Context: an optimization exercise on an open-source flow, tuned for small area. The choices shown serve that exercise and are no tape-out recipe. Function was checked by simulation only, so behaviour that the tests miss may differ from the original. Power figures rest on the tool's default switching activity, not on a simulated workload.

==> 02-06 <==
==> flow/design.v <==
module bf_graph_loader #(
  parameter int LANES  = 32,
  parameter int WIDTH  = 32,
  parameter int ADDR_W = 10,
  parameter int ROWS   = 32
) (
  input  logic                   clk,
  input  logic                   rst_global,
  input  logic                   go,
  input  logic                   abort,
  input  logic [WIDTH-1:0]       in_data,
  input  logic                   in_valid,
  output logic                   in_ready,
  output logic [ADDR_W-1:0]      mem_addr,
  output logic [LANES*WIDTH-1:0] mem_wdata,
  output logic                   mem_we,
  output logic                   mem_sel,
  output logic                   start,
  input  logic                   finish,
  output logic                   busy,
  output logic                   done
);
  localparam int LW = (LANES > 1) ? $clog2(LANES) : 1;
  localparam int RW = (ROWS > 1) ? $clog2(ROWS) : 1;
  logic st_load, st_start, st_run, st_done, we_q;
  logic [LW-1:0]          lane_cnt;
  logic [RW-1:0]          row_cnt;
  logic [LANES*WIDTH-1:0] row_q;
  logic busy_c, accept, row_end, last_end, running;
  assign busy_c   = st_load | we_q | st_start | st_run | st_done;
  assign accept   = st_load & in_valid & ~abort;
  assign row_end  = accept & (lane_cnt == LW'(LANES - 1));
  assign last_end = row_end & (row_cnt == RW'(ROWS - 1));
  assign running  = st_start | st_run;
  assign in_ready  = st_load;
  assign mem_we    = we_q;
  assign mem_sel   = st_load | we_q;
  assign start     = st_start;
  assign done      = st_done;
  assign busy      = busy_c;
  assign mem_addr  = ADDR_W'(row_cnt);
  assign mem_wdata = row_q;
  always_ff @(posedge clk or posedge rst_global) begin
    if (rst_global) begin
      st_load  <= 1'b0;
      st_start <= 1'b0;
      st_run   <= 1'b0;
      st_done  <= 1'b0;
      we_q     <= 1'b0;
    end else begin
      st_load  <= (~busy_c & go) | (st_load & ~abort & ~last_end);
      st_start <= we_q & ~st_load;
      st_run   <= running & ~finish;
      st_done  <= running & finish;
      we_q     <= row_end;
    end
  end
  always_ff @(posedge clk) begin
    if (!st_load) lane_cnt <= '0;
    else if (accept) lane_cnt <= lane_cnt + 1'b1;
  end
  always_ff @(posedge clk) begin
    if (!st_load) row_cnt <= '0;
    else if (we_q) row_cnt <= row_cnt + 1'b1;
  end
  logic keep;
  assign keep = st_load & ~we_q;
  for (genvar i = 0; i < LANES - 1; i++) begin : g_lane
    logic sel;
    assign sel = accept & (lane_cnt == LW'(i));
    always_ff @(posedge clk) begin
      row_q[i*WIDTH +: WIDTH] <= (row_q[i*WIDTH +: WIDTH] & {WIDTH{keep}}) | (in_data & {WIDTH{sel}});
    end
  end
  always_ff @(posedge clk) begin
    row_q[LANES*WIDTH-1 -: WIDTH] <= in_data;
  end
endmodule
==> flow/flow/run.sh <==
#!/bin/bash
# Standard ORFS layout (the standard.sh), with two changes:
#  - the per-bit row-lane update is hand-mapped to a22o cells (flow/mapcells.py) before synthesis;
#    the registers are untouched, so synthesis gives them the same names and cells as the standard one;
#  - the port buffers are made of the smallest buffer cell.
set -uo pipefail
python3 flow/mapcells.py design.v > design_mapped.v 2> mapcells.log || exit 1
sed "s#^export VERILOG_FILES = .*#export VERILOG_FILES = $PWD/design_mapped.v#" config.mk > config_mapped.mk
grep -q "design_mapped.v" config_mapped.mk || exit 1
sed "s#DESIGN_CONFIG=[^ ]*#DESIGN_CONFIG=$PWD/config_mapped.mk#" standard.sh > standard_mapped.sh
grep -q "config_mapped.mk" standard_mapped.sh || exit 1
export BUFFER_PORTS_ARGS="-buffer_cell sky130_fd_sc_hd__buf_1"
bash standard_mapped.sh finish > flow_make.log 2>&1
rc=$?
cp -r orfs/logs orfs_logs 2>/dev/null
exit $rc
==> flow/flow/mapcells.py <==
#!/usr/bin/env python3
"""Hand-map the per-bit row-lane update of bf_graph_loader to sky130 a22o cells.

Reads the design as the layout reads it (design.v) and writes it back with the lane update
    row_q[i*WIDTH +: WIDTH] <= (row_q[i*WIDTH +: WIDTH] & {WIDTH{keep}}) | (in_data & {WIDTH{sel}});
computed by one sky130_fd_sc_hd__a22o_1 per bit, X = (A1 & A2) | (B1 & B2), the same function.
The registers (row_q) are left as they are, so synthesis names and maps them as it does the RTL.
"""
import re
import sys

src = open(sys.argv[1]).read()
pat = re.compile(
    r"always_ff\s*@\s*\(\s*posedge\s+clk\s*\)\s*begin\s*"
    r"row_q\[i\*WIDTH \+: WIDTH\]\s*<=\s*\(row_q\[i\*WIDTH \+: WIDTH\]\s*&\s*\{WIDTH\{keep\}\}\)\s*\|\s*"
    r"\(in_data\s*&\s*\{WIDTH\{sel\}\}\);\s*end")
new = """logic [WIDTH-1:0] d;
    for (genvar b = 0; b < WIDTH; b++) begin : g_bit
      sky130_fd_sc_hd__a22o_1 u_a22o (.A1(row_q[i*WIDTH+b]), .A2(keep), .B1(in_data[b]), .B2(sel), .X(d[b]));
    end
    always_ff @(posedge clk) begin
      row_q[i*WIDTH +: WIDTH] <= d;
    end"""
out, n = pat.subn(new, src)
if n != 1:
    sys.exit("mapcells.py: lane update not found exactly once (%d)" % n)
sys.stdout.write(out)
==> flow/standard.sh <==
#!/bin/bash
# synth_recipe.tcl (not shown) runs the flow's synth.tcl, then flattens the netlist and writes it again
# the make line also repeats each setting of config.mk as NAME=value (left out here)
make -C /OpenROAD-flow-scripts/flow DESIGN_CONFIG=/design/flow/config.mk WORK_HOME=/design/flow/orfs CLKGATE_MAP_FILE= SYNTH_SCRIPT=/design/flow/synth_recipe.tcl "${@:-finish}"
==> flow/config.mk <==
export PLATFORM = sky130hd
export DESIGN_NAME = bf_graph_loader
export DESIGN_NICKNAME = bf_graph_loader
export VERILOG_FILES = /design/flow/design.v
export SDC_FILE = /design/flow/constraint.sdc
export NUM_CORES = 4
export LEC_CHECK = 0
export CAP_MARGIN = 0
export CORE_AREA = 3 3 717 81
export CTS_BUF_LIST = sky130_fd_sc_hd__clkbuf_16
export CTS_CLUSTER_DIAMETER = 40
export CTS_CLUSTER_SIZE = 30
export DIE_AREA = 0 0 720 84
export PLACE_DENSITY = 0.75
export SLEW_MARGIN = 0
==> flow/constraint.sdc <==
create_clock -name core_clock -period 5.0 [get_ports {clk}]
set_input_delay 1.0000 -clock core_clock [delete_from_list [all_inputs] [get_ports {clk}]]
set_output_delay 1.0000 -clock core_clock [all_outputs]
set_load 0.01 [all_outputs]
==> 02-19: changes against 02-06 <==
CAP_MARGIN = 5   (was 0)
CORE_AREA = 3 3 647 103   (was 3 3 717 81)
CTS_CLUSTER_DIAMETER = 45   (was 40)
CTS_CLUSTER_SIZE = 24   (was 30)
DIE_AREA = 0 0 650 106   (was 0 0 720 84)
PLACE_DENSITY = 0.65   (was 0.75)
SLEW_MARGIN = 5   (was 0)
==> 09-14: changes against 02-06 <==
CORE_AREA = 3 3 797 69   (was 3 3 717 81)
CTS_CLUSTER_DIAMETER = 45   (was 40)
CTS_CLUSTER_SIZE = 24   (was 30)
DIE_AREA = 0 0 800 72   (was 0 0 720 84)
PLACE_DENSITY = 0.8   (was 0.75)
==> 08-05: changes against 02-06 <==
CTS_CLUSTER_DIAMETER = 35   (was 40)
PLACE_DENSITY = 0.7   (was 0.75)
==> comparison table <==
	02-19	09-14	02-06	08-05
Status	finished clean	finished clean	finished clean	finished clean
Fraction of final layout cells with drive strength greater than 1	4.45%	5.06%	3.86%	4.30%
Die height	106 um	72 um	84 um	84 um
Clock transition at the registers of the reported paths	0.11 ns	0.10 ns	0.12 ns	0.12 ns
GPL Wtd Cong	0.899	0.968	0.931	0.909
Combinational power	0.839 mW	0.895 mW	0.815 mW	0.859 mW
Detailed-routing wirelength on met1	51.9 mm	53.0 mm	51.5 mm	52.6 mm
Sequential power share	61.0%	60.5%	62.9%	62.6%
Final worst-path cycle share	62.2%	62.2%	62.1%	62.0%
Met3 track demand over resource in global routing	9.10%	21.9%	13.3%	13.1%
Multi-input gate area in the final layout	9440 um^2	9430 um^2	9430 um^2	9430 um^2
Clock network power share	32.9%	33.0%	31.0%	30.9%
Count of routing violations after the opening detailed-route iteration	3057	3813	3722	3218
Met1 demand-to-capacity share in global routing	45.5%	59.3%	54.8%	54.5%
Total routing resource utilization after global routing	32.7%	41.0%	36.9%	36.2%
Proportion of cell area spent on the clock network	3.46%	3.39%	2.88%	2.86%
Clock buffer count	49	49	41	41
CP arrival	2.11 ns	2.11 ns	2.11 ns	2.10 ns
Headroom to the max-slew limit	14.1%	9.09%	7.31%	15.2%
Count of filler cells inserted in the layout	5042	3306	3915	3973
Power per standard cell area	370 nW/um^2	374 nW/um^2	364 nW/um^2	364 nW/um^2
Switching power share of the total	25.2%	25.7%	25.1%	25.1%
Global route hottest layer	met2	met1	met1	met1
Pleak	14.0 nW	14.1 nW	13.8 nW	13.9 nW
Clock period minus worst slack	3.11 ns	3.11 ns	3.11 ns	3.10 ns
Worst path setup slack after routing	1.89 ns	1.89 ns	1.89 ns	1.90 ns
Proportion of cell area occupied by multi-input gates	25.5%	25.5%	25.8%	25.7%


==> inputs of run D <==
Starts from the design.v that is shown in full above.
==> flow/config.mk <==
export PLATFORM = sky130hd
export DESIGN_NAME = bf_graph_loader
export DESIGN_NICKNAME = bf_graph_loader
export VERILOG_FILES = /design/flow/design.v
export SDC_FILE = /design/flow/constraint.sdc
export NUM_CORES = 4
export LEC_CHECK = 0
export CAP_MARGIN = 0
export CORE_AREA = 3 3 647 103
export CTS_BUF_LIST = sky130_fd_sc_hd__clkbuf_16
export CTS_CLUSTER_DIAMETER = 45
export CTS_CLUSTER_SIZE = 24
export DIE_AREA = 0 0 650 106
export PLACE_DENSITY = 0.65
export SLEW_MARGIN = 0
==> flow/constraint.sdc <==
create_clock -name core_clock -period 5.0 [get_ports {clk}]
set_input_delay 1.0000 -clock core_clock [delete_from_list [all_inputs] [get_ports {clk}]]
set_output_delay 1.0000 -clock core_clock [all_outputs]
set_load 0.01 [all_outputs]
standard.sh (not shown) runs the stock make flow with config.mk's settings and CLKGATE_MAP_FILE= SYNTH_SCRIPT=/design/flow/synth_recipe.tcl, a recipe that flattens the netlist after the stock synthesis.
==> flow/flow/run.sh <==
#!/bin/bash
# Standard ORFS layout (the standard.sh), with two changes:
#  - the per-bit row-lane update is hand-mapped to a22o cells (flow/mapcells.py) before synthesis;
#    the registers are untouched, so synthesis gives them the same names and cells as the standard one;
#  - the port buffers are made of the smallest buffer cell.
set -uo pipefail
python3 flow/mapcells.py design.v > design_mapped.v 2> mapcells.log || exit 1
sed "s#^export VERILOG_FILES = .*#export VERILOG_FILES = $PWD/design_mapped.v#" config.mk > config_mapped.mk
grep -q "design_mapped.v" config_mapped.mk || exit 1
sed "s#DESIGN_CONFIG=[^ ]*#DESIGN_CONFIG=$PWD/config_mapped.mk#" standard.sh > standard_mapped.sh
grep -q "config_mapped.mk" standard_mapped.sh || exit 1
export BUFFER_PORTS_ARGS="-buffer_cell sky130_fd_sc_hd__buf_1"
bash standard_mapped.sh finish > flow_make.log 2>&1
rc=$?
cp -r orfs/logs orfs_logs 2>/dev/null
exit $rc
==> flow/flow/mapcells.py <==
#!/usr/bin/env python3
"""Hand-map the per-bit row-lane update of bf_graph_loader to sky130 a22o cells.

Reads the design as the layout reads it (design.v) and writes it back with the lane update
    row_q[i*WIDTH +: WIDTH] <= (row_q[i*WIDTH +: WIDTH] & {WIDTH{keep}}) | (in_data & {WIDTH{sel}});
computed by one sky130_fd_sc_hd__a22o_1 per bit, X = (A1 & A2) | (B1 & B2), the same function.
The registers (row_q) are left as they are, so synthesis names and maps them as it does the RTL.
"""
import re
import sys

src = open(sys.argv[1]).read()
pat = re.compile(
    r"always_ff\s*@\s*\(\s*posedge\s+clk\s*\)\s*begin\s*"
    r"row_q\[i\*WIDTH \+: WIDTH\]\s*<=\s*\(row_q\[i\*WIDTH \+: WIDTH\]\s*&\s*\{WIDTH\{keep\}\}\)\s*\|\s*"
    r"\(in_data\s*&\s*\{WIDTH\{sel\}\}\);\s*end")
new = """logic [WIDTH-1:0] d;
    for (genvar b = 0; b < WIDTH; b++) begin : g_bit
      sky130_fd_sc_hd__a22o_1 u_a22o (.A1(row_q[i*WIDTH+b]), .A2(keep), .B1(in_data[b]), .B2(sel), .X(d[b]));
    end
    always_ff @(posedge clk) begin
      row_q[i*WIDTH +: WIDTH] <= d;
    end"""
out, n = pat.subn(new, src)
if n != 1:
    sys.exit("mapcells.py: lane update not found exactly once (%d)" % n)
sys.stdout.write(out)
==> run Y: changes against run D <==
==> flow/design.v, changed modules only <==
module bf_graph_loader #(
  parameter int LANES  = 32,
  parameter int WIDTH  = 32,
  parameter int ADDR_W = 10,
  parameter int ROWS   = 32
) (
  input  logic                   clk,
  input  logic                   rst_global,
  input  logic                   go,
  input  logic                   abort,
  input  logic [WIDTH-1:0]       in_data,
  input  logic                   in_valid,
  output logic                   in_ready,
  output logic [ADDR_W-1:0]      mem_addr,
  output logic [LANES*WIDTH-1:0] mem_wdata,
  output logic                   mem_we,
  output logic                   mem_sel,
  output logic                   start,
  input  logic                   finish,
  output logic                   busy,
  output logic                   done
);
  localparam int LW = (LANES > 1) ? $clog2(LANES) : 1;
  localparam int RW = (ROWS > 1) ? $clog2(ROWS) : 1;
  logic st_load, st_kick, st_start, st_run, st_done, we_q;
  logic [LW-1:0]          lane_cnt;
  logic [RW-1:0]          row_cnt;
  logic [LANES*WIDTH-1:0] row_q;
  logic idle, accept, row_end, last_end, running;
  assign idle     = ~(st_load | st_kick | st_start | st_run | st_done);
  assign accept   = st_load & in_valid & ~abort;
  assign row_end  = accept & (lane_cnt == LW'(LANES - 1));
  assign last_end = row_end & (row_cnt == RW'(ROWS - 1));
  assign running  = st_start | st_run;
  assign in_ready  = st_load;
  assign mem_we    = we_q;
  assign mem_sel   = st_load | st_kick;
  assign start     = st_start;
  assign done      = st_done;
  assign busy      = ~idle;
  assign mem_addr  = ADDR_W'(row_cnt);
  assign mem_wdata = row_q;
  always_ff @(posedge clk or posedge rst_global) begin
    if (rst_global) begin
      st_load  <= 1'b0;
      st_kick  <= 1'b0;
      st_start <= 1'b0;
      st_run   <= 1'b0;
      st_done  <= 1'b0;
      we_q     <= 1'b0;
    end else begin
      st_load  <= (idle & go) | (st_load & ~abort & ~last_end);
      st_kick  <= last_end;
      st_start <= st_kick;
      st_run   <= running & ~finish;
      st_done  <= running & finish;
      we_q     <= row_end;
    end
  end
  always_ff @(posedge clk) begin
    if (!st_load) lane_cnt <= '0;
    else if (accept) lane_cnt <= lane_cnt + 1'b1;
  end
  always_ff @(posedge clk) begin
    if (!st_load) row_cnt <= '0;
    else if (we_q) row_cnt <= row_cnt + 1'b1;
  end
  logic keep;
  assign keep = st_load & ~we_q;
  for (genvar i = 0; i < LANES - 1; i++) begin : g_lane
    logic sel;
    assign sel = accept & (lane_cnt == LW'(i));
    always_ff @(posedge clk) begin
      row_q[i*WIDTH +: WIDTH] <= (row_q[i*WIDTH +: WIDTH] & {WIDTH{keep}}) | (in_data & {WIDTH{sel}});
    end
  end
  always_ff @(posedge clk) begin
    row_q[LANES*WIDTH-1 -: WIDTH] <= in_data;
  end
endmodule
- CAP_MARGIN: 0 -> 20
- CTS_CLUSTER_SIZE: 24 -> 30
- PLACE_DENSITY: 0.65 -> 0.85
- SLEW_MARGIN: 0 -> 20
==> run G: changes against run D <==
- CORE_AREA: 3 3 647 103 -> 3 3 757 75
- DIE_AREA: 0 0 650 106 -> 0 0 760 78
- PLACE_DENSITY: 0.65 -> 0.8
==> run X: changes against run D <==
- CORE_AREA: 3 3 647 103 -> 3 3 717 81
- CTS_CLUSTER_DIAMETER: 45 -> 40
- CTS_CLUSTER_SIZE: 24 -> 28
- DIE_AREA: 0 0 650 106 -> 0 0 720 84
- PLACE_DENSITY: 0.65 -> 0.85
==> reports/qor.txt <==
synth top area cells = dfxtp_1 69%, a22o_1 29%, nor2_1 0.50%
Reg2Reg Setup Slack = 2030 ps
register area = 0.0208 mm²
# diodes = 0
chip height = 84 µm
simple-gate share of the synthesized area = 0.0108
status = timing/DRC/antenna clean
Die Area = 0.0605 mm²
Tapcell Cnt = 739
-- figures above: run X

==> reports/qor.txt <==
chip height = 78 µm
register area = 0.0208 mm²
# diodes = 1
simple-gate share of the synthesized area = 0.0108
status = timing/DRC/antenna clean
Reg2Reg Setup Slack = 2030 ps
synth top area cells = dfxtp_1 69%, a22o_1 29%, nor2_1 0.50%
Tapcell Cnt = 729
-- figures above: run G

==> reports/qor.txt <==
status = timing/DRC/antenna clean
Die Area = 0.0689 mm²
Tapcell Cnt = 851
# diodes = 0
simple-gate share of the synthesized area = 0.0108
chip height = 106 µm
register area = 0.0208 mm²
synth top area cells = dfxtp_1 69%, a22o_1 29%, nor2_1 0.50%
Reg2Reg Setup Slack = 2120 ps
-- figures above: run D

==> reports/qor.txt <==
register area = 0.0209 mm²
Tapcell Cnt = 851
Reg2Reg Setup Slack = 2110 ps
synth top area cells = dfxtp_1 69%, a22o_1 29%, dfrtp_1 0.50%
status = timing/DRC/antenna clean
simple-gate share of the synthesized area = 0.0107
# diodes = 0
-- figures above: run Y

-- afterwards: timing with drivers on the ports --
The flow's constraints put no driver on any port. The routed layouts listed below were extracted and timed again, unchanged, in two steps. Step 1, drivers: a clkbuf_16 drives clk and a buf_2 each remaining input, both assumed. Step 2 adds t to the input delays and takes it off the output delays; t is the mean of the earliest and latest rising clock arrival at the registers after step 1. Input paths then give back, and output paths get back, about the clock's delay inside the block. Slacks: no drivers / after step 1 / after step 2; pairs: no drivers / after step 1.
run | t (ns) | setup WS [ns] | worst setup path after step 2 | worst slew at a driven data input, ns | pins driven straight from the clock port
02-06 | 0.725 | 1.894 / 1.808 / 1.357 | input to register | 0.04 | 1
02-19 | 0.697 | 1.891 / 1.830 / 1.471 | input to register | 0.05 | 1
09-14 | 0.724 | 1.892 / 1.815 / 1.265 | input to register | 0.04 | 1
08-05 | 0.720 | 1.900 / 1.815 / 1.402 | input to register | 0.05 | 1
run D | 0.698 | 1.882 / 1.821 / 1.479 | input to register | 0.06 | 1
run Y | 0.660 | 1.971 / 1.912 / 1.455 | input to register | 0.07 | 1
run G | 0.734 | 1.847 / 1.762 / 1.340 | input to register | 0.05 | 1
run X | 0.686 | 1.907 / 1.841 / 1.381 | input to register | 0.04 | 1
After both steps every run listed still meets setup and hold. For 09-14, which loses most, drivers alone change the setup slack by -0.077 ns; drivers and shift together by -0.627 ns.
